Source: an optimization exercise on an open RTL-to-GDS flow (aim: small area). Production flows keep margins and buffers that such runs may drop.
Function was checked by simulation only, so behaviour that the tests miss may differ from the original.
No activity file was given, so power comes from the tool's default toggle rates.

File: flow/config.mk
export PLATFORM = sky130hd
export DESIGN_NAME = axi_line_bridge
export DESIGN_NICKNAME = axi_line_bridge
export VERILOG_FILES = /design/flow/design.v
export SDC_FILE = /design/flow/constraint.sdc
export NUM_CORES = 4
export LEC_CHECK = 0
export CAP_MARGIN = 10
export CORE_AREA = 10 10 510 510
export DIE_AREA = 0 0 520 520
export PLACE_DENSITY = 0.7
export SLEW_MARGIN = 10
File: flow/constraint.sdc
create_clock -name core_clock -period 5.0 [get_ports {clk}]
set_input_delay 1.0000 -clock core_clock [delete_from_list [all_inputs] [get_ports {clk}]]
set_output_delay 1.0000 -clock core_clock [all_outputs]
set_load 0.01 [all_outputs]
File: flow/design.v
module axi_line_bridge #(
  parameter int LINE_WIDTH = 512
) (
  input  logic                  clk,
  input  logic                  rst,
  input  logic                  i_rreq,
  input  logic [31:0]           i_raddr,
  output logic                  i_rdone,
  output logic [LINE_WIDTH-1:0] i_rline,
  input  logic                  d_rreq,
  input  logic [31:0]           d_raddr,
  output logic                  d_rdone,
  output logic [LINE_WIDTH-1:0] d_rline,
  input  logic                  d_wreq,
  input  logic [31:0]           d_waddr,
  input  logic [LINE_WIDTH-1:0] d_wline,
  output logic                  d_wdone,
  output logic [31:0]           araddr,
  output logic [7:0]            arlen,
  output logic [2:0]            arsize,
  output logic [1:0]            arburst,
  output logic                  arvalid,
  input  logic                  arready,
  input  logic [31:0]           rdata,
  input  logic                  rlast,
  input  logic [1:0]            rresp,
  input  logic                  rvalid,
  output logic                  rready,
  output logic [31:0]           awaddr,
  output logic [7:0]            awlen,
  output logic [2:0]            awsize,
  output logic [1:0]            awburst,
  output logic                  awvalid,
  input  logic                  awready,
  output logic [31:0]           wdata,
  output logic [3:0]            wstrb,
  output logic                  wlast,
  output logic                  wvalid,
  input  logic                  wready,
  input  logic [1:0]            bresp,
  input  logic                  bvalid,
  output logic                  bready,
  output logic                  axi_err
);
  localparam int BEATS = LINE_WIDTH / 32;
  localparam int CW    = $clog2(BEATS);
  localparam int OFFS  = $clog2(LINE_WIDTH / 8);
  localparam logic [7:0]    LAST_BEAT = 8'(BEATS - 1);
  localparam logic [CW-1:0] CNT_LAST  = CW'(BEATS - 1);
  localparam logic [31:0]   ADDR_MASK = {{(32 - OFFS){1'b1}}, {OFFS{1'b0}}};
  localparam logic [2:0] S_IDLE = 3'd0;
  localparam logic [2:0] S_AR   = 3'd1;
  localparam logic [2:0] S_R    = 3'd2;
  localparam logic [2:0] S_AW   = 3'd3;
  localparam logic [2:0] S_W    = 3'd4;
  localparam logic [2:0] S_B    = 3'd5;
  logic [2:0]                 state;
  logic                       own_d;    
  logic [CW-1:0]              cnt;      
  logic                       err;
  logic [LINE_WIDTH-33:0]     rbuf;     
  logic r_hs, b_hs, r_err, b_err;
  assign r_hs  = (state == S_R) && rvalid;
  assign b_hs  = (state == S_B) && bvalid;
  assign r_err = r_hs && ((rresp != 2'b00) || (rlast && (cnt != CNT_LAST)));
  assign b_err = b_hs && (bresp != 2'b00);
  always_ff @(posedge clk or posedge rst) begin
    if (rst) begin
      state <= S_IDLE;
      own_d <= 1'b0;
      cnt   <= '0;
      err   <= 1'b0;
    end else begin
      if (r_err || b_err) err <= 1'b1;
      case (state)
        S_IDLE: begin
          cnt <= '0;
          if (d_wreq) begin
            state <= S_AW;
          end else if (d_rreq) begin
            own_d <= 1'b1;
            state <= S_AR;
          end else if (i_rreq) begin
            own_d <= 1'b0;
            state <= S_AR;
          end
        end
        S_AR: if (arready) state <= S_R;
        S_R: if (rvalid) begin
          cnt <= cnt + 1'b1;
          if (rlast) state <= S_IDLE;
        end
        S_AW: if (awready) state <= S_W;
        S_W: if (wready) begin
          cnt <= cnt + 1'b1;
          if (cnt == CNT_LAST) state <= S_B;
        end
        S_B: if (bvalid) state <= S_IDLE;
        default: state <= S_IDLE;
      endcase
    end
  end
  always_ff @(posedge clk) begin
    if (r_hs) rbuf <= {rdata, rbuf[LINE_WIDTH-33:32]};
  end
  assign araddr  = (own_d ? d_raddr : i_raddr) & ADDR_MASK;
  assign arlen   = LAST_BEAT;
  assign arsize  = 3'b010;
  assign arburst = 2'b01;
  assign arvalid = (state == S_AR);
  assign rready  = (state == S_R);
  assign awaddr  = d_waddr & ADDR_MASK;
  assign awlen   = LAST_BEAT;
  assign awsize  = 3'b010;
  assign awburst = 2'b01;
  assign awvalid = (state == S_AW);
  assign wdata   = d_wline[cnt*32 +: 32];
  assign wstrb   = 4'hF;
  assign wvalid  = (state == S_W);
  assign wlast   = (state == S_W) && (cnt == CNT_LAST);
  assign bready  = (state == S_B);
  assign i_rdone = r_hs && rlast && !own_d;
  assign d_rdone = r_hs && rlast &&  own_d;
  assign d_wdone = b_hs;
  assign i_rline = {rdata, rbuf};
  assign d_rline = {rdata, rbuf};
  assign axi_err = err || r_err || b_err;
endmodule
File: flow/flow/run.sh
#!/bin/bash
# Standard synthesis, then the write-data select re-mapped (flow/remux.py),
# then the standard layout with the port buffers made of the smallest buffer
# cell, one tie cell per constant value and clock tree synthesis without
# dummy balancing loads; each data bit's pins are kept together (flow/pins.tcl).
set -euo pipefail
here=$(pwd)
export BUFFER_PORTS_ARGS="-buffer_cell sky130_fd_sc_hd__buf_1"
export SKIP_REPAIR_TIE_FANOUT=1
export PRE_IO_PLACEMENT_TCL=$here/flow/pins.tcl
export CTS_ARGS="-sink_clustering_enable -repair_clock_nets -dont_use_dummy_load -sink_clustering_size 20 -sink_clustering_max_diameter 120"
bash standard.sh synth > flow_synth.log 2>&1
res=$here/orfs/results/$FLOW_PLATFORM/axi_line_bridge/base
cp $res/1_2_yosys.v $here/yosys_orig.v
python3 $here/flow/remux.py $here/yosys_orig.v $res/1_2_yosys.v > remux.log 2>&1
rm -f $res/1_synth.odb $res/1_synth.sdc
bash standard.sh finish > flow_make.log 2>&1
File: flow/flow/pins.tcl
# Keep each data bit's pins together: for bit b, the sixteen i_rline and
# d_rline bits of that bit position, rdata[b], wdata[b] and the sixteen
# d_wline bits, so the bit's line-buffer flip-flops and write-data select
# sit next to their pins.
for {set b 0} {$b < 32} {incr b} {
  set names {}
  for {set w 0} {$w < 16} {incr w} {
    set i [expr {32 * $w + $b}]
    lappend names "i_rline\[$i\]" "d_rline\[$i\]"
  }
  lappend names "rdata\[$b\]" "wdata\[$b\]"
  for {set w 0} {$w < 16} {incr w} {
    lappend names "d_wline\[[expr {32 * $w + $b}]\]"
  }
  set_io_pin_constraint -group -order -pin_names $names
}
File: flow/flow/remux.py
#!/usr/bin/env python3
"""Re-map the write-data select of a Yosys netlist of axi_line_bridge.

wdata[k] is the OR over the sixteen beats j of d_wline[32*j+k] & beat[j],
where beat[j] is (cnt == j) for the beat counter cnt.
Yosys/ABC map it with a22o/a221oi/nand4 cells; this rewrites each bit as
a decoder of cnt (four inverters, eight nor2, sixteen and2) shared by all
bits, and per bit five a222oi (beats 0..14), a nand2 (beat 15), a nand4 and a nand3b, and
araddr's owner select as a22o cells, then removes the cells that no longer
drive anything. Registers are untouched.

usage: remux.py in.v out.v
"""
import re
import sys

src = open(sys.argv[1]).read()
m = re.search(r'\n(\s*)endmodule', src)
body_end = m.start()

inst_re = re.compile(r'^\s*(sky130_fd_sc_hd__\w+)\s+(\\\S+|\w+)\s*\((.*?)\);\s*$', re.S | re.M)
pin_re = re.compile(r'\.(\w+)\(\s*(.*?)\s*\)\s*(?:,|$)', re.S)
OUT_PINS = {'X', 'Y', 'Q', 'Q_N', 'HI', 'LO', 'COUT', 'SUM'}


def norm(n):
    n = n.strip()
    if n.startswith('\\'):
        n = n.split()[0] + ' '
    return n


cells = {}
order = []
for im in inst_re.finditer(src):
    typ, name, pins = im.group(1), im.group(2), im.group(3)
    conns = {p: norm(n) for p, n in pin_re.findall(pins)}
    cells[name] = dict(type=typ, conns=conns, span=im.span())
    order.append(name)

assert not re.search(r'^\s*assign\s', src, re.M), 'netlist has assigns'

driver = {}
loads = {}
for name, c in cells.items():
    for p, n in c['conns'].items():
        if p in OUT_PINS:
            driver[n] = name
        else:
            loads.setdefault(n, []).append(name)


def is_seq(typ):
    return re.search(r'__(e?df|sdf|dl)', typ) is not None


# Beat counter register outputs, decoded here to sixteen select lines.
cnt = {}
for name, c in cells.items():
    mm = re.match(r'\\cnt\[(\d+)\]\$', name)
    if mm and is_seq(c['type']):
        cnt[int(mm.group(1))] = c['conns']['Q']
assert sorted(cnt) == list(range(4)), cnt

new_cells = []
new_wires = []
# cnt_n[i] = ~cnt[i]; lo[l] = (cnt[1:0] == l); hi[h] = (cnt[3:2] == h);
# beat[4h+l] = hi[h] & lo[l].
cn = [f'remux_cn{i}' for i in range(4)]
for i in range(4):
    new_cells.append(('sky130_fd_sc_hd__inv_1', f'remux_cinv{i}', dict(A=cnt[i], Y=cn[i])))
lo = [f'remux_lo{l}' for l in range(4)]
hi = [f'remux_hi{h}' for h in range(4)]
for l in range(4):
    a = cn[0] if l & 1 else cnt[0]
    b = cn[1] if l & 2 else cnt[1]
    new_cells.append(('sky130_fd_sc_hd__nor2_1', f'remux_lo{l}_g', dict(A=a, B=b, Y=lo[l])))
    a = cn[2] if l & 1 else cnt[2]
    b = cn[3] if l & 2 else cnt[3]
    new_cells.append(('sky130_fd_sc_hd__nor2_1', f'remux_hi{l}_g', dict(A=a, B=b, Y=hi[l])))
beat = {}
for j in range(16):
    beat[j] = f'remux_sel{j}'
    new_cells.append(('sky130_fd_sc_hd__and2_1', f'remux_sel{j}_g', dict(A=lo[j % 4], B=hi[j // 4], X=beat[j])))
new_wires += cn + lo + hi + [beat[j] for j in range(16)]
removed = set()
for k in range(32):
    root = f'wdata[{k}]'
    # Cone of combinational cells behind wdata[k], down to ports and registers.
    cone = set()
    stack = [root]
    while stack:
        n = stack.pop()
        d = driver.get(n)
        if d is None or d in cone or is_seq(cells[d]['type']):
            continue
        cone.add(d)
        for p, nn in cells[d]['conns'].items():
            if p not in OUT_PINS:
                stack.append(nn)
    removed |= cone
    d = [f'd_wline[{32 * j + k}]' for j in range(16)]
    s = [beat[j] for j in range(16)]
    w = [f'remux_{k}_n{i}' for i in range(7)]
    new_wires += w
    for g in range(5):
        new_cells.append(('sky130_fd_sc_hd__a222oi_1', f'remux_{k}_a{g}', dict(
            A1=d[3 * g], A2=s[3 * g], B1=d[3 * g + 1], B2=s[3 * g + 1],
            C1=d[3 * g + 2], C2=s[3 * g + 2], Y=w[g])))
    new_cells.append(('sky130_fd_sc_hd__nand2_1', f'remux_{k}_b', dict(A=d[15], B=s[15], Y=w[5])))
    new_cells.append(('sky130_fd_sc_hd__nand4_1', f'remux_{k}_c', dict(A=w[0], B=w[1], C=w[2], D=w[3], Y=w[6])))
    new_cells.append(('sky130_fd_sc_hd__nand3b_1', f'remux_{k}_o', dict(A_N=w[6], B=w[4], C=w[5], Y=root)))

# araddr[k] (k >= 6) is i_raddr[k] or d_raddr[k] by the read owner; Yosys
# maps it to mux2_2. An a22o with one shared inverter on own_d is smaller.
own = None
for name, c in cells.items():
    if re.match(r'\\own_d\$', name) and is_seq(c['type']):
        own = c['conns']['Q']
assert own is not None
new_wires.append('remux_own_n')
new_cells.append(('sky130_fd_sc_hd__inv_1', 'remux_own_inv', dict(A=own, Y='remux_own_n')))
for k in range(6, 32):
    root = f'araddr[{k}]'
    d = driver[root]
    assert cells[d]['type'].startswith('sky130_fd_sc_hd__mux2'), cells[d]
    removed.add(d)
    new_cells.append(('sky130_fd_sc_hd__a22o_1', f'remux_ar{k}', dict(
        A1=f'i_raddr[{k}]', A2='remux_own_n', B1=f'd_raddr[{k}]', B2=own, X=root)))

# The cone was found through every cell behind wdata; keep any cell that still
# drives something outside the removed set (shared logic), then drop dead cells.
def outputs(name):
    return [n for p, n in cells[name]['conns'].items() if p in OUT_PINS]


new_load_nets = set()
for typ, name, conns in new_cells:
    for p, n in conns.items():
        if p not in OUT_PINS:
            new_load_nets.add(n)
changed = True
while changed:
    changed = False
    for name in list(removed):
        for n in outputs(name):
            if n.startswith('wdata['):
                continue
            ext = [l for l in loads.get(n, []) if l not in removed]
            if ext or n in new_load_nets:
                removed.discard(name)
                changed = True
                break
# Cells kept outside the cone whose loads are now all removed are dead too.
changed = True
while changed:
    changed = False
    for name in order:
        if name in removed or is_seq(cells[name]['type']):
            continue
        outs = outputs(name)
        if not outs or any(not re.match(r'_\d+_$|\\?net', n) and not n.startswith('_') for n in outs):
            continue
        if all(all(l in removed for l in loads.get(n, [])) and n not in new_load_nets for n in outs):
            removed.add(name)
            changed = True

print(f'removed {len(removed)} cells, added {len(new_cells)}', file=sys.stderr)
out = []
pos = 0
for name in order:
    if name in removed:
        a, b = cells[name]['span']
        out.append(src[pos:a])
        pos = b
out.append(src[pos:body_end])
out.append('\n')
for wname in new_wires:
    out.append(f'  wire {wname};\n')
for typ, name, conns in new_cells:
    pins = ',\n'.join(f'    .{p}({n})' for p, n in conns.items())
    out.append(f'  {typ} {name} (\n{pins}\n  );\n')
out.append(src[body_end:])
open(sys.argv[2], 'w').write(''.join(out))
File: flow/standard.sh
#!/bin/bash
# synth_recipe.tcl (not shown) runs the flow's synth.tcl, then flattens the netlist and writes it again
# the make line also repeats each setting of config.mk as NAME=value (left out here)
make -C /OpenROAD-flow-scripts/flow DESIGN_CONFIG=/design/flow/config.mk WORK_HOME=/design/flow/orfs CLKGATE_MAP_FILE= SYNTH_SCRIPT=/design/flow/synth_recipe.tcl "${@:-finish}"
==> flow_results.org, run 1 <==
** Status
- Status :: no timing/DRC/antenna violations

** Clock network
- After clock tree synthesis, the setup repair step added 0 buffers.
- Clock buffer count from CTS :: 28
- CTS root buf :: sky130_fd_sc_hd__clkbuf_16
- Depth of the CTS H-tree :: 1
- Hold buffer count at cts :: 0
- Clock tree synthesis found a total of 489 sinks.
- Clock slew at the register clock pins of the worst setup and hold paths :: 0.09 ns
- Clock latency on the worst-skew pair, taken at its later pin, is 0.69 ns.
- Max Root-Sink Buffers :: 3
- TritonCTS clock tree :: yes
- Resized cells post-CTS :: 0

** Global route
- For this run the aggregate overflow at the end of global routing stands at 0.
- The via count of the first global-routing pass came to 17510.
- The first global-routing pass estimated 140400 µm of wire.
- Number of antenna violations at the first check in global routing :: 40
- Global-route usage over all layers :: 0.07347
- Entering global routing, the biggest net connects 149 pins.

** Routing
- Iteration count of the initial detailed-routing pass :: 9
- For this block, the routed nets add up to 112300 µm of wire.
- Average wire length per cell after detail routing :: 18.78 µm
- Number of violations reported at the end of detailed-routing iteration 0 :: 2801
- The routed layout has 17490 vias.
- Dividing the detail-routed via count by the number of cells gives 2.925.
- Post-route DRC :: 0
- Number of routed nets with antenna violations :: 0

** Die
- The die is 520 µm wide.
- Area of the core :: 248700 µm²
- Initial Utilization :: 0.08957
- Measured along the y axis, the die boundary spans 520 µm.
- For this design the top-level I/O count stands at 1815.
- Total Die Area :: 270400 µm²
- Placement row count :: 183

** Timing
- Total of endpoints with negative setup slack in the final report :: 0
- Hold is met by 0.2730 ns.
- Final Critical Period :: 4.476 ns
- In this run the tightest slew margin relative to its limit is 0.08508.
- Number of failing hold endpoints at the final stage :: 0
- For the pin with the worst max-slew slack, the measured transition is 1.378 ns.
- Clock skew on the completed layout was measured at 0.03354 ns.
- In the finished design, the share of the clock period the worst path needs comes to 0.8952.
- Timing would allow up to 0.2234 GHz.
- Adding up every negative setup slack in the final design gives 0 ns.
- Setup repair after global routing left no endpoint under its margin.
- The number of pins exceeding their max-slew limit in the final report is 0.

** Placement
- Last weighted congestion value of the routability-driven placer :: 0.7797
- Port buffering added 1702 buffers.
- Placed Cells :: 5913
- Hpwl dp :: 85390 µm
- In this run the cell area measured after placement is 28380 µm².

** Yosys
- After synthesis the cells add up to 22270 µm².
- Synthesis produced a netlist with a net count of 2144.
- Average size of a mapped cell :: 14.97 µm²
- Yosys warnings :: 1
- Synthesis handed over a netlist of 1488 instances.

** Final layout
- The layout has 28220 filler cells.
- Layout cells sized above 1 :: 0.02758
- Post-route cell area :: 29170 µm²
- Area grow syn2layout :: 30.98%
- Number of nets at the end of the flow :: 3269
- Count of non-filler cells in the finished layout :: 5978

** Critical path
- CP Launch Type :: register
- Along the worst path, the maximum fanout reaches 25.
- Data on the critical path arrives at its endpoint at 3.48 ns.
- Type of the setup path with the least slack :: reg2out
- Critical Path End Type :: primary output
- Data on the critical path is required at its endpoint by 4.00 ns.
- Cell type of the slowest stage on the worst timing path :: sky130_fd_sc_hd__and2_4
- Cell-by-cell listing of the critical path :: inv_1 > nor2_1 > and2_4 > buf_4 > a222oi_1 > nand4_1 > nand3b_1 > buf_1
- For this run, the slowest stage of the critical path takes 0.93 ns.

** Min path
- The tightest min-delay check is of the in2async type.

** Power
- Total power of the final layout :: 0.01241 W
- Power per cell area :: 425.4 nW/µm²
- IR analysis of the VDD net gives a maximum drop of 0.4758 mV.
- For this design the static power due to leakage is 7.783 nW.

** Run
- Max cap viols :: 0
placed cells by master (no fill, tap or decap), types with 2 or more instances in the layout:
cell                        count
sky130_fd_sc_hd__clkbuf_16     28
sky130_fd_sc_hd__nand4_1       34
sky130_fd_sc_hd__nand3b_1      32
sky130_fd_sc_hd__nand3_1        2
sky130_fd_sc_hd__buf_12         4
sky130_fd_sc_hd__buf_4         15
sky130_fd_sc_hd__nand2_1       37
sky130_fd_sc_hd__or2b_1         2
sky130_fd_sc_hd__a222oi_1     160
sky130_fd_sc_hd__conb_1         2
sky130_fd_sc_hd__or3b_1         2
sky130_fd_sc_hd__and3_1         2
sky130_fd_sc_hd__buf_1       1702
sky130_fd_sc_hd__a22o_1        29
sky130_fd_sc_hd__nor2_1        18
sky130_fd_sc_hd__nor3_1         5
sky130_fd_sc_hd__a21oi_2        2
sky130_fd_sc_hd__mux2_1         2
sky130_fd_sc_hd__a221o_1        2
sky130_fd_sc_hd__edfxtp_1     480
sky130_fd_sc_hd__dfrtp_1        9
sky130_fd_sc_hd__and2_4        17
sky130_fd_sc_hd__inv_1          9
sky130_fd_sc_hd__diode_2       37
area by class of cell:
type,instances,area [µm²],share of cell area
Inverter,10,37.54,0.001287
Timing Repair Buffer,1721,6581,0.2256
Multi-Input combinational cell,363,2953,0.1012
Antenna cell,37,92.59,0.003174
Sequential cell,489,14640,0.5018
Tap cell,3330,4167,0.1428
Clock buffer,28,700.7,0.02402
through the flow:
step                  util  worst slack [ns]
finish              0.1173            0.5240
global route        0.1169            0.4830
CTS                 0.1169            0.6135
detailed placement  0.1141             1.398
global placement    0.1141             1.446
floorplan                -            0.3866
layer usage:
layer / vias to the layer above / wire, µm / GRT usage
li1: 7453 / - / -
met1: 8201 / 33220 / 0.06889
met2: 1616 / 51460 / 0.1176
met3: 191 / 23510 / 0.06310
met4: 26 / 3900 / 0.02468
met5: - / 195 / 0
worst max-delay path, delay by kind of cell (launching register included):
family                 cells  cell delay, ns
AOI/OAI and AO/OA          1            0.16
and+or+nand+nor            4            1.42
buffers and inverters      3            0.69
DFF                        1            0.45
state kept, by name, indices dropped and copies added (netlist names):
name   count
own_d      1
err        1
cnt        4
rbuf     480
state      3
power by group:
part	switching [W]	total [W]	internal, W	leakage (nW)
registers	0.000571	0.00614	0.00557	4.51
clock network	0.00131	0.00229	0.000981	0.345
logic	0.00279	0.00397	0.00118	2.93
total	0.00467	0.0124	0.00773	7.78
worst paths after layout:
path | start | endpoint | slack (ns) | cells past startpoint
max | cnt[0] | wdata[30] | 0.52 | 8
min | rst | state[0] | 0.27 | 2
max reg2reg | state[1] | rbuf[447] | 2.00 | 4
min reg2reg | rbuf[58] | rbuf[26] | 0.47 | 0
max in group asynchronous | rst | cnt[3] | 4.45 | 2
min in group core_clock | rbuf[58] | rbuf[26] | 0.47 | 0
==> inputs of run 2 (changes only) <==
--- a/flow/flow/run.sh
+++ b/flow/flow/run.sh
@@ -8,7 +8,7 @@
 export BUFFER_PORTS_ARGS="-buffer_cell sky130_fd_sc_hd__buf_1"
 export SKIP_REPAIR_TIE_FANOUT=1
 export PRE_IO_PLACEMENT_TCL=$here/flow/pins.tcl
-export CTS_ARGS="-sink_clustering_enable -repair_clock_nets -dont_use_dummy_load -sink_clustering_size 20 -sink_clustering_max_diameter 120"
+export CTS_ARGS="-sink_clustering_enable -repair_clock_nets -dont_use_dummy_load -sink_clustering_size 30 -sink_clustering_max_diameter 200"
 bash standard.sh synth > flow_synth.log 2>&1
 res=$here/orfs/results/$FLOW_PLATFORM/axi_line_bridge/base
 cp $res/1_2_yosys.v $here/yosys_orig.v
--- a/flow/config.mk
+++ b/flow/config.mk
@@ -8,5 +8,5 @@
 export CAP_MARGIN = 10
 export CORE_AREA = 10 10 510 510
 export DIE_AREA = 0 0 520 520
-export PLACE_DENSITY = 0.7
+export PLACE_DENSITY = 0.65
 export SLEW_MARGIN = 10
==> run 2 against run 1 <==
Still clean on timing, DRC and antenna. Clock power is 13% lower. Synthesized cell count unchanged. Sequential cell count is the same. First-iteration DRC count is 24% lower. Register-to-register slack worse by 0.15 ns. Area after synthesis did not move. Sequential power hardly changed. Clock skew rose by 0.027 ns. Critical path type unchanged. Largest power group unchanged. Highest routed layer unchanged.
==> flow_results.org, run 2 <==
** Status
- The run finished with no timing, DRC or antenna violations.

** Final layout
- Count of non-filler cells in the finished layout :: 5942 (-0.60%)
- The largest registers in the layout are rbuf x480, cnt x4, state x3.
- Leaving out fill and tap cells, the most frequent cells in the layout are sky130_fd_sc_hd__buf_1, sky130_fd_sc_hd__edfxtp_1, sky130_fd_sc_hd__a222oi_1.
- The area occupied by multi-input gates is 2953 µm² (unchanged).
- The number of fill cells in the layout came to 28320 (+0.37%).
- More flip-flops sit in one register than any other, and that register is rbuf.
- Leaving out fill and tap cells, the most frequent cell in the layout is sky130_fd_sc_hd__buf_1.
- The number of nets in the finished design came to 3255 (-0.43%).
- The fraction of layout cells with a size suffix above 1 is 0.02233 (-0.005242).
- FF+latch area :: 14640 µm² (unchanged)
- The number of flip-flops in the largest register was 480 (unchanged).
- Area grow syn2layout :: 29.63%

** Die
- Total Die Area :: 270400 µm² (unchanged)
- Die X-Extent :: 520 µm (unchanged)
- Area of the core :: 248700 µm² (unchanged)
- The top-level I/O count is 1815 (unchanged).
- Initial Utilization :: 0.08957 (unchanged)
- Vertical die dimension :: 520 µm (unchanged)
- The standard-cell row count was 183 (unchanged).

** Routing
- The initial DRC count was 2120 (-24%).
- Routed met3 length :: 20270 µm (-14%)
- DR top layer :: met5
- The detailed-route wire length per cell is 19.24 µm (+2.4%).
- Iteration count of the initial detailed-routing pass :: 6 (-3)
- The post-route DRC violation count came to 0 (unchanged).
- Routed via count divided by cell count :: 2.970 (+1.5%)
- The aggregate routed wire length came to 114300 µm (+1.8%).
- Routed length on met2 :: 50860 µm (-1.2%)
- The total number of vias was 17650 (+0.93%).
- Number of routed nets with antenna violations :: 0 (unchanged)
- The length of routed wiring on met1 came to 37460 µm (+13%).

** Placement
- The number of instances in the placed design came to 5907 (-0.10%).
- The placer's final routability congestion estimate is 0.8463 (+8.5%).
- Hpwl dp :: 85300 µm (-0.11%)
- Buffers on Ports :: 1702 (unchanged)

** Clock network
- The number of buffers inserted to repair setup after CTS is 0 (unchanged).
- Resized cells post-CTS :: 0 (unchanged)
- Clock slew at the register clock pins of the worst setup and hold paths :: 0.12 ns (+0.03 ns)
- The H-tree depth reported by CTS came to 1 (unchanged).
- Hold buffer count at cts :: 0 (unchanged)
- Clock tree synthesis selected as its root buffer the cell sky130_fd_sc_hd__clkbuf_16.
- The maximum clock insertion buffer count came to 3 (unchanged).
- The clock latency on the worst-skew pair was 0.66 ns (-0.03 ns).
- TritonCTS clock tree :: yes
- The sink count of the clock tree is 489 (unchanged).
- The number of buffers inserted during clock tree synthesis came to 20 (-29%).

** Global route
- Remaining global-route overflow :: 0 (unchanged)
- Largest net degree at the start of global routing :: 150 (+0.67%)
- The via count of the first global-routing pass was 17700 (+1.1%).
- Global-route usage over all layers :: 0.07522 (+0.001751)
- The number of antenna violations at the first check in global routing came to 20 (-50%).
- First-pass GRT wire length :: 143200 µm (+1.9%)

** Run
- Max cap viols :: 0 (unchanged)

** Timing
- Number of pins with negative max-slew slack in the final report :: 0 (unchanged)
- Post-route setup TNS :: 0 ns (unchanged)
- The final setup violation count is 0 (unchanged).
- The maximum achievable frequency is 0.2305 GHz (+3.2%).
- Number of failing hold endpoints at the final stage :: 0 (unchanged)
- Final worst path period share :: 0.8675 (-0.02770)
- The remaining max-slew budget at the tightest pin was 0.06374 (-0.02134).
- Clock Skew :: 0.06078 ns (+0.02724 ns)
- Setup repair after global routing left no endpoint under its margin.
- Actual slew at the worst max-slew pin :: 1.410 ns (+0.03214 ns)
- The time the final worst path needs with I/O delays and setup was 4.337 ns (-0.1385 ns).

** Critical path
- Reg2reg setup slack :: 1.85 ns (-0.15 ns)
- Worst Reg2Reg Path Length in Cells :: 4 (unchanged)
- Cell-by-cell listing of the critical path :: inv_1 > nor2_1 > and2_4 > a222oi_1 > nand4_1 > nand3b_1 > buf_1
- The delay of the slowest critical-path stage is 1.05 ns (+0.12 ns).
- Maximum net fanout on the critical path :: 32 (+28%)
- The number of buffers and inverters on the critical path came to 2 (-1).
- Endpoint required time on the critical path :: 4.00 ns (about the same)
- Crit-path leading delay family :: simple AND/OR/NAND/NOR gates
- The setup path with the least slack is of type reg2out.
- Critical path origin :: cnt[2]
- The logic depth of the worst setup path including buffers came to 7 (-1).
- For this design, the slowest cell found on the critical path is sky130_fd_sc_hd__and2_4.
- Worst flop-to-flop path endpoint :: rbuf[95]
- Signal arrival time at the worst endpoint :: 3.34 ns (-0.14 ns)
- In this run the worst setup path terminates at wdata[15].
- Critical Path End Type :: primary output
- CP Launch Type :: register
- In this run the critical register-to-register path is launched from state[1].

** Yosys
- The summed instance area of the synthesized netlist is 22270 µm² (unchanged).
- The yosys synthesis warning count is 1 (unchanged).
- Cell count after synthesis :: 1488 (unchanged)
- The net count after synthesis is 2144 (unchanged).
- The average instance area after synthesis came to 14.97 µm² (unchanged).

** Power
- P_leak :: 7.650 nW (-1.7%)
- Power per cell area :: 437.3 nW/µm² (+2.8%)
- The peak supply drop was 0.3375 mV (-29%).

** Min path
- Worst min path class :: in2async
-- run 2: cell count changes in the layout (fill, tap and decap cells not counted), sizes merged --
cell,change
buf,-6
diode,-22
clkbuf,-8
-- run 2: per-layer routing --
layer / GRT usage / vias to the layer above
li1: - / 7390
met1: 0.07870 / 8533
met2: 0.1173 / 1571
met3: 0.05034 / 152
met4: 0.03283 / 4
met5: 0.001228 / -
-- run 2: area by class of cell --
| cell class | instances | share of cell area |
|---|---|---|
| inverters | 10 | 0.001300 |
| diodes | 15 | 0.001300 |
| well taps | 3330 | 0.1443 |
| clock buffers | 20 | 0.01734 |
| multi-input cells | 363 | 0.1023 |
| flip-flops and latches | 489 | 0.5071 |
| repair buffers | 1715 | 0.2264 |
-- run 2: worst min-delay path by stage --
stage / from / to / slack [ns]
CTS: rst / cnt[2] / 0.22
global route: rst / cnt[2] / 0.27
detailed placement: rbuf[429] / rbuf[397] / 0.45
global placement: rbuf[53] / rbuf[21] / 0.45
finish: rst / cnt[2] / 0.32
floorplan: err / err / 0.45
-- run 2: power breakdown --
| group | switching (W) | internal (W) |
|---|---|---|
| sequential | 0.000559 | 0.00557 |
| clock | 0.00128 | 0.000718 |
| combinational | 0.00332 | 0.00119 |
-- run 2: through the flow --
stage          setup WS, ns    util  cell area [µm²]  hold WS, ns  total power, W
3_3_place_gp          1.524  0.1139            28330       0.4523         0.01060
6_report             0.6625  0.1161            28870       0.3242         0.01262
2_1_floorplan        0.3866       -            22280       0.4483        0.008959
3_5_place_dp          1.511  0.1139            28330       0.4533         0.01062
4_1_cts              0.6880  0.1160            28830       0.2227         0.01270
5_1_grt              0.5399  0.1160            28860       0.2710         0.01317
==> inputs of run 3 (changes only) <==
--- a/flow/config.mk
+++ b/flow/config.mk
@@ -8,5 +8,5 @@
 export CAP_MARGIN = 10
 export CORE_AREA = 10 10 510 510
 export DIE_AREA = 0 0 520 520
-export PLACE_DENSITY = 0.65
+export PLACE_DENSITY = 0.4
 export SLEW_MARGIN = 10
==> run 3 against run 2 <==
Global-route usage is 0.56 points lower. Synthesized cell count stayed put. Highest routed layer is now met4. Critical endpoint is now wdata[26]. Utilization is 0.069 points higher. Still clean on timing, DRC and antenna. Sequential power hardly changed. Sequential cell count stayed put. Critical path type unchanged. Combinational power is 9.3% lower.
==> flow_results.org, run 3 <==
** Timing
- Max-Slew Margin vs Limit :: 0.2093 (+0.1456)
- The number of pins exceeding their max-slew limit in the final report was 0 (unchanged).
- Setup repair after global routing left no endpoint under its margin.
- The post-route clock period utilization is 0.8784 (+0.01094).
- Smallest setup slack after layout :: 0.6078 ns (-0.05470 ns)
- The worst-margin pin slew came to 1.186 ns (-0.2241 ns).
- The time the final worst path needs with I/O delays and setup was 4.392 ns (+0.05470 ns).
- Total of endpoints with negative setup slack in the final report :: 0 (unchanged)
- Clock Skew :: 0.04224 ns (-0.01854 ns)
- The total negative setup slack was 0 ns (unchanged).
- The count of final hold-check violations came to 0 (unchanged).
- The maximum achievable frequency was 0.2277 GHz (-1.2%).

** Clock network
- Clock buffer count from CTS :: 20 (unchanged)
- Depth of the CTS H-tree :: 1 (unchanged)
- The sink count of the clock tree was 489 (unchanged).
- The number of resized instances in the post-cts repair step was 0 (unchanged).
- The clock-pin slew on the worst setup and hold paths is 0.11 ns (about the same).
- The maximum clock insertion buffer count was 3 (unchanged).
- The hold buffer count at cts was 0 (unchanged).
- The number of buffers inserted to repair setup after CTS is 0 (unchanged).
- TritonCTS built the clock tree.
- The clock latency on the worst-skew pair is 0.66 ns (about the same).
- CTS root buf :: sky130_fd_sc_hd__clkbuf_16

** Routing
- Number of routed nets with antenna violations :: 0 (unchanged)
- The initial DRC count is 2250 (+6.1%).
- The length of the first detailed-routing pass in iterations was 9 (+3).
- The detailed-route wire length per cell came to 17.83 µm (-7.3%).
- The post-route DRC violation count is 0 (unchanged).
- Total number of vias :: 17450 (-1.1%)
- The aggregate routed wire length is 106300 µm (-7.0%).
- Routed via count divided by cell count :: 2.929 (-1.4%)

** Critical path
- Endpoint required time on the critical path :: 4.00 ns (about the same)
- Crit-path leading delay family :: simple AND/OR/NAND/NOR gates
- The data arrival time of the critical path was 3.39 ns (+0.05 ns).
- Crit path largest cell delay :: 0.81 ns (-0.24 ns)
- The maximum fanout count along the critical path is 24 (-25%).
- CP Launch Type :: register
- The worst setup path is captured at a primary output.
- Type of the setup path with the least slack :: reg2out
- Cell-by-cell listing of the critical path :: inv_1 > nor2_1 > and2_4 > buf_4 > a222oi_1 > nand4_1 > nand3b_1 > buf_1
- The slowest stage of the critical path belongs to the cell sky130_fd_sc_hd__and2_4.
- The number of buffers and inverters on the critical path was 3 (+1).

** Die
- The top-level I/O count is 1815 (unchanged).
- The standard-cell row count is 183 (unchanged).
- Die X-Extent :: 520 µm (unchanged)
- The starting density of the core was 0.08957 (unchanged).
- The die footprint came to 270400 µm² (unchanged).
- The y dimension of the die was 520 µm (unchanged).
- Area of the core :: 248700 µm² (unchanged)

** Final layout
- Largest registers in the final layout :: rbuf x480, cnt x4, state x3
- Area grow syn2layout :: 30.40%
- The number of flip-flops in the largest register came to 480 (unchanged).
- Layout cells sized above 1 :: 0.03276 (+0.01043)
- Area of the multi-input gates :: 2953 µm² (unchanged)
- Fill count :: 28530 (+0.73%)
- Count of non-filler cells in the finished layout :: 5960 (+0.30%)
- The cell area after layout was 29040 µm² (+0.60%).
- Leaving out fill and tap cells, the most frequent cells in the layout are sky130_fd_sc_hd__buf_1, sky130_fd_sc_hd__edfxtp_1, sky130_fd_sc_hd__a222oi_1.
- FF+latch area :: 14640 µm² (unchanged)
- Most frequent standard cell in the layout excluding fill and tap cells :: sky130_fd_sc_hd__buf_1
- The number of nets in the finished design is 3283 (+0.86%).
- rbuf holds more flip-flops than any other register.

** Power
- The post-layout total power was 0.01221 W (-3.3%).
- The leakage power total was 7.797 nW (+1.9%).
- The peak supply drop is 0.2297 mV (-32%).
- The power per standard cell area was 420.4 nW/µm² (-3.9%).

** Placement
- The placer's final routability congestion estimate came to 0.7885 (-6.8%).
- The total cell area at the placement stage came to 28530 µm² (+0.70%).
- Placed Cells :: 5935 (+0.47%)
- The worst slack at placement is 1.302 ns (-0.2092 ns).
- Hpwl dp :: 80000 µm (-6.2%)
- Buffers on Ports :: 1702 (unchanged)

** Global route
- The total congestion overflow after global routing came to 0 (unchanged).
- The via count of the first global-routing pass is 18130 (+2.5%).
- Global-route usage over all layers :: 0.06960 (-0.005617)
- The first-pass GRT wire length was 138400 µm (-3.3%).
- Largest net degree at the start of global routing :: 150 (unchanged)
- The number of antenna violations at the first check in global routing came to 6 (-70%).

** Min path
- Worst min path class :: in2async

** Yosys
- Yosys warnings :: 1 (unchanged)
- The cell count after synthesis was 1488 (unchanged).
- Average size of a mapped cell :: 14.97 µm² (unchanged)
- The net count after synthesis is 2144 (unchanged).
- The summed instance area of the synthesized netlist is 22270 µm² (unchanged).

** Status
- Status :: no timing/DRC/antenna violations

** Run
- The number of violations of the max-capacitance limit was 0 (unchanged).
[run 3: routing by layer]
layer | GRT usage | up-vias | wire (µm)
li1 | - | 7442 | -
met1 | 0.07565 | 8493 | 37020
met2 | 0.1184 | 1390 | 51300
met3 | 0.03122 | 129 | 13640
met4 | 0.02705 | 0 | 4326
met5 | 0 | - | 0
[run 3: final timing paths]
check | from | to | slack [ns] | cells past startpoint
worst max-delay path | cnt[0] | wdata[26] | 0.61 | 8
worst min-delay path | rst | err | 0.32 | 2
worst max register to register | state[1] | rbuf[350] | 2.04 | 3
worst min register to register | rbuf[222] | rbuf[190] | 0.49 | 0
max in group asynchronous | rst | cnt[3] | 4.40 | 2
min in group core_clock | rbuf[222] | rbuf[190] | 0.49 | 0
[run 3: final cells by class]
class	count	share of cell area
diodes	5	0.0004308
clock buffers	20	0.01723
inverters	10	0.001292
multi-input cells	363	0.1017
repair buffers	1743	0.2319
well taps	3330	0.1435
flip-flops and latches	489	0.5040
[run 3: where the power goes]
| group | internal (W) | switching [W] | total, W |
|---|---|---|---|
| combinational | 0.00124 | 0.00285 | 0.00408 |
| sequential | 0.00556 | 0.000587 | 0.00615 |
| clock | 0.000719 | 0.00126 | 0.00198 |
[run 3: stage by stage]
step / hold WS, ns / util
after floorplan: 0.4483 / -
after global placement: 0.4606 / 0.1147
after detailed placement: 0.4553 / 0.1147
after CTS: 0.2341 / 0.1167
after global routing: 0.2879 / 0.1168
final: 0.3208 / 0.1168
==> inputs of run 4 (changes only) <==
--- a/flow/config.mk
+++ b/flow/config.mk
@@ -6,7 +6,7 @@
 export NUM_CORES = 4
 export LEC_CHECK = 0
 export CAP_MARGIN = 10
-export CORE_AREA = 10 10 510 510
-export DIE_AREA = 0 0 520 520
+export CORE_AREA = 10 10 470 470
+export DIE_AREA = 0 0 480 480
 export PLACE_DENSITY = 0.4
 export SLEW_MARGIN = 10
==> run 4 against run 3 <==
The flow now stops in I/O pin placement (3_2_place_iop). Area after synthesis unchanged. Synthesized cell count did not move.
==> flow_results.org, run 4 <==
** Status
- The run stopped with a tool error.
- The first error in the log reads "[ERROR PPL-0024] Number of IO pins (1815) exceeds maximum number of available positions (1738). Increase the die perimeter from 1920.00um to 2468.40um".
- The stage where the run came to a stop is I/O pin placement (3_2_place_iop).

** Die
- Die X-Extent :: 480 µm (-7.7%)
- Placement row count :: 168 (-8.2%)
- The starting density of the core was 0.1061 (+0.01649).
- Vertical die dimension :: 480 µm (-7.7%)

** Yosys
- The average instance area after synthesis was 14.97 µm² (unchanged).
- Net count of the mapped netlist :: 2144 (unchanged)
- The summed instance area of the synthesized netlist was 22270 µm² (unchanged).
- Cell count after synthesis :: 1488 (unchanged)
- Yosys warnings :: 1 (unchanged)
==> inputs of run 5 (changes only) <==
--- a/flow/flow/run.sh
+++ b/flow/flow/run.sh
@@ -8,7 +8,7 @@
 export BUFFER_PORTS_ARGS="-buffer_cell sky130_fd_sc_hd__buf_1"
 export SKIP_REPAIR_TIE_FANOUT=1
 export PRE_IO_PLACEMENT_TCL=$here/flow/pins.tcl
-export CTS_ARGS="-sink_clustering_enable -repair_clock_nets -dont_use_dummy_load -sink_clustering_size 30 -sink_clustering_max_diameter 200"
+export CTS_ARGS="-sink_clustering_enable -repair_clock_nets -dont_use_dummy_load -sink_clustering_size 28 -sink_clustering_max_diameter 170"
 bash standard.sh synth > flow_synth.log 2>&1
 res=$here/orfs/results/$FLOW_PLATFORM/axi_line_bridge/base
 cp $res/1_2_yosys.v $here/yosys_orig.v
--- a/flow/config.mk
+++ b/flow/config.mk
@@ -6,7 +6,7 @@
 export NUM_CORES = 4
 export LEC_CHECK = 0
 export CAP_MARGIN = 10
-export CORE_AREA = 10 10 470 470
-export DIE_AREA = 0 0 480 480
-export PLACE_DENSITY = 0.4
+export CORE_AREA = 10 10 510 510
+export DIE_AREA = 0 0 520 520
+export PLACE_DENSITY = 0.65
 export SLEW_MARGIN = 10
==> run 5 against run 4 <==
Now clean on timing, DRC and antenna. Synthesized cell count unchanged. Area after synthesis stayed put.
==> flow_results.org, run 5 <==
** Yosys
- The net count after synthesis was 2144 (unchanged).
- Netlist area before placement :: 22270 µm² (unchanged)
- Cell count after synthesis :: 1488 (unchanged)
- The yosys synthesis warning count came to 1 (unchanged).
- Average size of a mapped cell :: 14.97 µm² (unchanged)

** Timing
- Adding up every negative setup slack in the final design gives 0 ns.
- Static timing analysis puts the maximum clock frequency at 0.2310 GHz.
- Setup violations remaining at the end of the flow were counted as 0.
- Unrepaired setup endpoints after global routing :: no
- The number of pins exceeding their max-slew limit in the final report is 0.
- Max-Slew Margin vs Limit :: 0.01121
- Hold timing on the final database bottoms out at a slack of 0.3080 ns.
- Final worst path period share :: 0.8657
- The routed design could run at a clock period as short as 4.328 ns.
- At the pin with the least slew margin, the transition time is 1.489 ns.
- Number of failing hold endpoints at the final stage :: 0
- Between clock sinks in the finished design, the worst skew comes to 0.03541 ns.
- Once routing completed, OpenROAD measured the worst setup slack at 0.6716 ns.

** Clock network
- Resized cells post-CTS :: 0
- CTS root buf :: sky130_fd_sc_hd__clkbuf_16
- Max Root-Sink Buffers :: 3
- Hold repair after CTS inserted 0 buffers.
- Clock-pin slew was measured on the worst setup and hold paths at 0.12 ns.
- Once the clock tree was built, the setup fixing pass inserted 0 buffers.
- Clock buffer count from CTS :: 21
- CTS built an H-tree with a depth of 1.
- Clock latency on the worst-skew pair, taken at its later pin, is 0.67 ns.
- Number of clock sinks :: 489
- TritonCTS built the clock tree.

** Placement
- After detailed placement, the design holds a cell count of 5907.
- Buffers placed on the I/O ports in this run total 1702.
- The wire-length estimate of the detail-placed layout is 85300 µm.
- Last weighted congestion value of the routability-driven placer :: 0.8463
- OpenSTA, run right after detailed placement, puts the worst setup slack at 1.511 ns.
- After detailed placement, the total cell area comes to 28330 µm².

** Power
- P_leak :: 7.662 nW
- IR analysis of the VDD net gives a maximum drop of 0.3229 mV.
- Dividing total power by cell area gives a power density of 437.9 nW/µm².

** Final layout
- After routing the design area is 28900 µm².
- Area grow syn2layout :: 29.78%
- The library cells used most frequently in the layout, excluding fill and tap cells, are sky130_fd_sc_hd__buf_1, sky130_fd_sc_hd__edfxtp_1, sky130_fd_sc_hd__a222oi_1.
- The library cell used most frequently in the layout, excluding fill and tap cells, is sky130_fd_sc_hd__buf_1.
- Counting flops per register, the top entry is rbuf.
- The finished layout holds 5946 standard cells, fillers aside.
- The largest registers in the layout are rbuf x480, cnt x4, state x3.
- Number of nets at the end of the flow :: 3256
- Max FFs per register :: 480
- Layout cells sized above 1 :: 0.02271

** Routing
- For this block, wires on met1 add up to 35620 µm.
- Detailed routing placed a total of 21660 µm of wire on met3.
- Wire segments on met2 add up to 50530 µm in the final route.
- In the routed design, unresolved DRC markers number 0.
- Number of routed nets with antenna violations :: 0
- After detailed routing, no signal wire sits above met5.
- After the first detailed-routing iteration, the DRC count stood at 2159.
- Dividing the detail-routed wire length by the instance count gives 19.20 µm.
- Final routed wirelength across all metal layers :: 114100 µm
- The routed layout has 17460 vias.
- Iteration count of the initial detailed-routing pass :: 10
- Routed via count divided by cell count :: 2.936

** Critical path
- Critical Path End Type :: primary output
- Maximum net fanout on the critical path :: 32
- Endpoint required time on the critical path :: 4.00 ns
- The endpoint identified for the worst register-to-register timing path is rbuf[415].
- Critical path origin :: cnt[2]
- The worst register-to-register path begins at state[1].
- In this run the worst setup path terminates at wdata[3].
- Worst Reg2Reg Path Length in Cells :: 4
- Reg2reg setup slack :: 1.83 ns
- STA classifies the critical path startpoint as a register.
- The critical path is of the reg2out type.
- At the worst endpoint, the arrival time is 3.33 ns.

** Die
- Die X-Extent :: 520 µm (+8.3%)
- I/O Pins :: 1815
- The y dimension of the die came to 520 µm (+8.3%).
- After floorplanning, the core was sized to cover 248700 µm².
- Placement row count :: 183 (+8.9%)
- The starting density of the core was 0.08957 (-0.01649).
- The floorplan step defined a die boundary enclosing 270400 µm².

** Global route
- The number of antenna violations at the first check in global routing was 20.
- After global routing the overflow that remains totals 0.
- In the global route stage, overall resource usage came out at 0.07524.
- The via count of the first global-routing pass was 17700.
- First-pass GRT wire length :: 143000 µm
- Entering global routing, the biggest net connects 150 pins.

** Min path
- The worst hold path belongs to the class in2async.

** Status
- Status :: no timing/DRC/antenna violations

** Run
- Max-cap violations in this run came to 0.
[run 5: cell type report]
type	count	area, µm²
fill	28330	219800
sequential	489	14640
timing repair buffer	1715	6536
tap	3330	4167
multi-input combinational	363	2953
clock buffer	21	525.5
antenna	18	45.04
inverter	10	37.54
[run 5: per-layer routing]
metal | GRT usage | vias up
met1 | 0.07800 | 8311
met2 | 0.1174 | 1580
li1 | - | 7391
met5 | 0.001228 | -
met3 | 0.05088 | 169
met4 | 0.03369 | 6
[run 5: report_power, final]
| group | internal (W) | switching [W] | total, W |
|---|---|---|---|
| logic | 0.00119 | 0.00331 | 0.00450 |
| registers | 0.00557 | 0.000558 | 0.00612 |
| clock network | 0.000751 | 0.00128 | 0.00203 |
| total | 0.00750 | 0.00515 | 0.0127 |
[run 5: metrics by stage]
| stage | total power (W) | util |
|---|---|---|
| 4_1_cts | 0.01273 | 0.1161 |
| 5_1_grt | 0.01320 | 0.1161 |
| 6_report | 0.01266 | 0.1162 |
| 2_1_floorplan | 0.008959 | - |
| 3_3_place_gp | 0.01060 | 0.1139 |
| 3_5_place_dp | 0.01062 | 0.1139 |
[run 5: worst min path at each step]
stage	start	slack, ns	endpoint
final	rst	0.31	cnt[2]
after global routing	rst	0.27	cnt[2]
after CTS	rst	0.26	cnt[2]
after detailed placement	rbuf[429]	0.45	rbuf[397]
after global placement	rbuf[53]	0.45	rbuf[21]
after floorplan	err	0.45	err
[run 5: worst max-delay path, stage by stage (launching register included)]
cell and delay (ns):
sky130_fd_sc_hd__dfrtp_1 0.45, sky130_fd_sc_hd__inv_1 0.08, sky130_fd_sc_hd__nor2_1 0.26, sky130_fd_sc_hd__and2_4 1.06, sky130_fd_sc_hd__a222oi_1 0.27, sky130_fd_sc_hd__nand4_1 0.17, sky130_fd_sc_hd__nand3b_1 0.12, sky130_fd_sc_hd__buf_1 0.18
==> inputs of run 6 (changes only) <==
--- a/flow/flow/run.sh
+++ b/flow/flow/run.sh
@@ -8,7 +8,7 @@
 export BUFFER_PORTS_ARGS="-buffer_cell sky130_fd_sc_hd__buf_1"
 export SKIP_REPAIR_TIE_FANOUT=1
 export PRE_IO_PLACEMENT_TCL=$here/flow/pins.tcl
-export CTS_ARGS="-sink_clustering_enable -repair_clock_nets -dont_use_dummy_load -sink_clustering_size 28 -sink_clustering_max_diameter 170"
+export CTS_ARGS="-sink_clustering_enable -repair_clock_nets -dont_use_dummy_load -sink_clustering_size 25 -sink_clustering_max_diameter 150 -buf_list {sky130_fd_sc_hd__clkbuf_8 sky130_fd_sc_hd__clkbuf_16}"
 bash standard.sh synth > flow_synth.log 2>&1
 res=$here/orfs/results/$FLOW_PLATFORM/axi_line_bridge/base
 cp $res/1_2_yosys.v $here/yosys_orig.v
==> run 6 against run 5 <==
Routed wire length up 0.23%. Clock power increased by 3%. Synthesized cell count is the same. Combinational power about the same. Still clean. Non-clock buffer count stayed put. Area after synthesis stayed put. Clock skew fell by 0.013 ns. Highest routed layer unchanged. First-iteration DRC count shrank 6.1%. Global-route usage unchanged. Critical path type unchanged. Worst hold slack improved by 0.033 ns. Utilization barely moved. Clock-buffer cell count grew 2.
==> flow_results.org, run 6 <==
** Status
- Status :: no timing/DRC/antenna violations

** Critical path
- The maximum fanout count along the critical path was 32 (unchanged).
- The critical path required time was 4.00 ns (about the same).
- The worst register-to-register path ends at rbuf[447].
- Worst Reg2Reg Path Length in Cells :: 4 (unchanged)
- Critical Path End Type :: primary output
- The worst setup path is of the reg2out kind.
- The data arrival time of the critical path was 3.30 ns (-0.03 ns).
- CP Launch Type :: register
- Launching point of the worst reg2reg path :: state[1]
- Reg2reg setup slack :: 1.83 ns (about the same)

** Placement
- Hpwl dp :: 85300 µm (unchanged)
- Last weighted congestion value of the routability-driven placer :: 0.8463 (unchanged)
- The total cell area at the placement stage is 28330 µm² (unchanged).
- The worst slack at placement is 1.511 ns (unchanged).
- Buffers on Ports :: 1702 (unchanged)

** Clock network
- Hold buffer count at cts :: 0 (unchanged)
- The number of buffers inserted to repair setup after CTS is 0 (unchanged).
- TritonCTS clock tree :: yes
- The number of buffers inserted during clock tree synthesis is 23 (+9.5%).
- Number of clock sinks :: 489 (unchanged)
- CTS root buf :: sky130_fd_sc_hd__clkbuf_16
- Clk latency of the worst-skew pair :: 0.66 ns (about the same)
- The number of resized instances in the post-cts repair step came to 0 (unchanged).
- The maximum clock insertion buffer count is 3 (unchanged).
- Depth of the CTS H-tree :: 1 (unchanged)
- The clock-pin slew on the worst setup and hold paths came to 0.10 ns (-0.02 ns).

** Final layout
- The number of nets in the finished design came to 3258 (+0.061%).
- The relative area change from synthesis to final layout is 29.90% (about the same).
- Largest register by flop count :: rbuf
- The number of fill cells in the layout is 28320 (-0.025%).
- Max FFs per register :: 480 (unchanged)
- The cell area after layout was 28930 µm² (about the same).
- Largest registers in the final layout :: rbuf x480, cnt x4, state x3
- Layout cells sized above 1 :: 0.02346 (+0.0007518)
- Leaving out fill and tap cells, the most frequent cell in the layout is sky130_fd_sc_hd__buf_1.
- Commonest non-fill, non-tap cells in the layout :: sky130_fd_sc_hd__buf_1, sky130_fd_sc_hd__edfxtp_1, sky130_fd_sc_hd__a222oi_1

** Die
- The chip width is 520 µm (unchanged).
- The y dimension of the die came to 520 µm (unchanged).
- Total Die Area :: 270400 µm² (unchanged)
- Area of the core :: 248700 µm² (unchanged)
- Initial Utilization :: 0.08957 (unchanged)
- The standard-cell row count was 183 (unchanged).
- The top-level I/O count came to 1815 (unchanged).

** Routing
- The total number of vias was 17470 (+0.046%).
- Number of routed nets with antenna violations :: 0 (unchanged)
- Iteration count of the initial detailed-routing pass :: 9 (-1)
- The vias per cell was 2.941 (+0.16%).
- Number of violations reported at the end of detailed-routing iteration 0 :: 2027 (-6.1%)
- Average wire length per cell after detail routing :: 19.26 µm (+0.35%)
- Post-route DRC :: 0 (unchanged)
- Final routed wirelength across all metal layers :: 114400 µm (+0.23%)

** Power
- The peak supply drop came to 0.3233 mV (+0.13%).
- The power per standard cell area is 440.0 nW/µm² (+0.48%).
- P_leak :: 7.687 nW (+0.32%)

** Run
- Max cap viols :: 0 (unchanged)

** Timing
- Total of endpoints with negative setup slack in the final report :: 0 (unchanged)
- Peak Freq :: 0.2328 GHz (+0.76%)
- Final Critical Period :: 4.296 ns (-0.03262 ns)
- Max-Slew Margin vs Limit :: 0.06393 (+0.05272)
- Hold slack final :: 0.3415 ns (+0.03342 ns)
- Setup repair after global routing left no endpoint under its margin.
- Number of failing hold endpoints at the final stage :: 0 (unchanged)
- Number of pins with negative max-slew slack in the final report :: 0 (unchanged)
- The post-route clock period utilization was 0.8592 (-0.006525).
- The worst-margin pin slew is 1.410 ns (-0.07940 ns).
- The worst clock skew is 0.02290 ns (-0.01251 ns).
- Smallest setup slack after layout :: 0.7042 ns (+0.03262 ns)
- The total negative setup slack was 0 ns (unchanged).

** Yosys
- Net count of the mapped netlist :: 2144 (unchanged)
- Cell count after synthesis :: 1488 (unchanged)
- The summed instance area of the synthesized netlist is 22270 µm² (unchanged).
- Yosys warnings :: 1 (unchanged)
- Average size of a mapped cell :: 14.97 µm² (unchanged)

** Global route
- The first-pass GRT wire length was 143200 µm (+0.11%).
- The maximum number of pins on one net before global-route repair came to 150 (unchanged).
- The number of antenna violations at the first check in global routing was 18 (-10%).
- The global-route usage over all layers is 0.07524 (unchanged).
- The via count of the first global-routing pass is 17720 (+0.12%).
- The total congestion overflow after global routing came to 0 (unchanged).

** Min path
- Worst min path class :: in2async
-- run 6: where the power goes --
part | internal, W | switching, W
clock network | 0.000818 | 0.00128
logic | 0.00119 | 0.00331
registers | 0.00557 | 0.000560
-- run 6: critical path, stage by stage, from the launching register on --
cell,delay [ns]
sky130_fd_sc_hd__dfrtp_1,0.45
sky130_fd_sc_hd__inv_1,0.08
sky130_fd_sc_hd__nor2_1,0.26
sky130_fd_sc_hd__and2_4,0.97
sky130_fd_sc_hd__a222oi_1,0.30
sky130_fd_sc_hd__nand4_1,0.16
sky130_fd_sc_hd__nand3b_1,0.13
sky130_fd_sc_hd__buf_1,0.17
-- run 6: layout make-up --
type	instances	area, µm²	area share
well taps	3330	4167	0.1440
flip-flops and latches	489	14640	0.5060
diodes	9	22.52	0.0007785
multi-input cells	363	2953	0.1021
clock buffers	23	575.6	0.01989
inverters	10	37.54	0.001297
repair buffers	1715	6536	0.2259
-- run 6: metal layers --
| metal | up-vias | track usage | share of wire |
|---|---|---|---|
| li1 | 7387 | - | - |
| met1 | 8381 | 0.07794 | 0.32 |
| met2 | 1516 | 0.1176 | 0.44 |
| met5 | - | 0.001228 | 0.00050 |
| met3 | 177 | 0.05180 | 0.18 |
| met4 | 4 | 0.03204 | 0.050 |
-- run 6: through the flow --
| step | total power, W | util | std cells |
|---|---|---|---|
| floorplan | 0.008959 | - | 1488 |
| global placement | 0.01060 | 0.1139 | 5907 |
| detailed placement | 0.01062 | 0.1139 | 5907 |
| CTS | 0.01282 | 0.1163 | 5930 |
| global route | 0.01329 | 0.1163 | 5939 |
| finish | 0.01273 | 0.1163 | 5939 |
-- run 6: worst max-delay path by stage --
stage,startpoint,to,slack [ns],cells past startpoint
floorplan,rvalid,axi_err,0.39,3
global placement,cnt[2],wdata[13],1.52,7
detailed placement,cnt[0],wdata[21],1.51,8
CTS,cnt[0],wdata[21],0.72,8
global route,cnt[2],wdata[15],0.55,7
finish,cnt[2],wdata[15],0.70,7

separate check: timing with driven ports:
The flow's constraints put no driver on any port. The routed layouts listed below were extracted and timed again, unchanged, in two steps.
Step 1 sets driving cells, clkbuf_16 on the clock port and buf_2 on the other inputs (assumed; they add their load-dependent delay and slew).
Step 2 moves the port delays by t, midway between the first and last clock arrival at a register: inputs arrive t later, outputs are due t later. That takes back most of the time a late clock gives input paths.
Slacks: no drivers / after step 1 / after step 2; pairs: no drivers / after step 1.
run | shift t [ns] | slack for setup (ns) | hold slack, ns | cell pins on the clock port's net
run 1 | 0.765 | 0.524 / 0.435 / 1.200 | 0.273 / 0.348 / 0.474 | 1
run 2 | 0.722 | 0.663 / 0.575 / 1.297 | 0.324 / 0.427 / 0.427 | 1
run 3 | 0.722 | 0.608 / 0.522 / 1.244 | 0.321 / 0.260 / 0.488 | 1
run 5 | 0.740 | 0.672 / 0.585 / 1.325 | 0.308 / 0.420 / 0.476 | 1
run 6 | 0.734 | 0.704 / 0.616 / 1.322 | 0.341 / 0.470 / 0.478 | 1
After both steps every run listed still meets setup and hold.
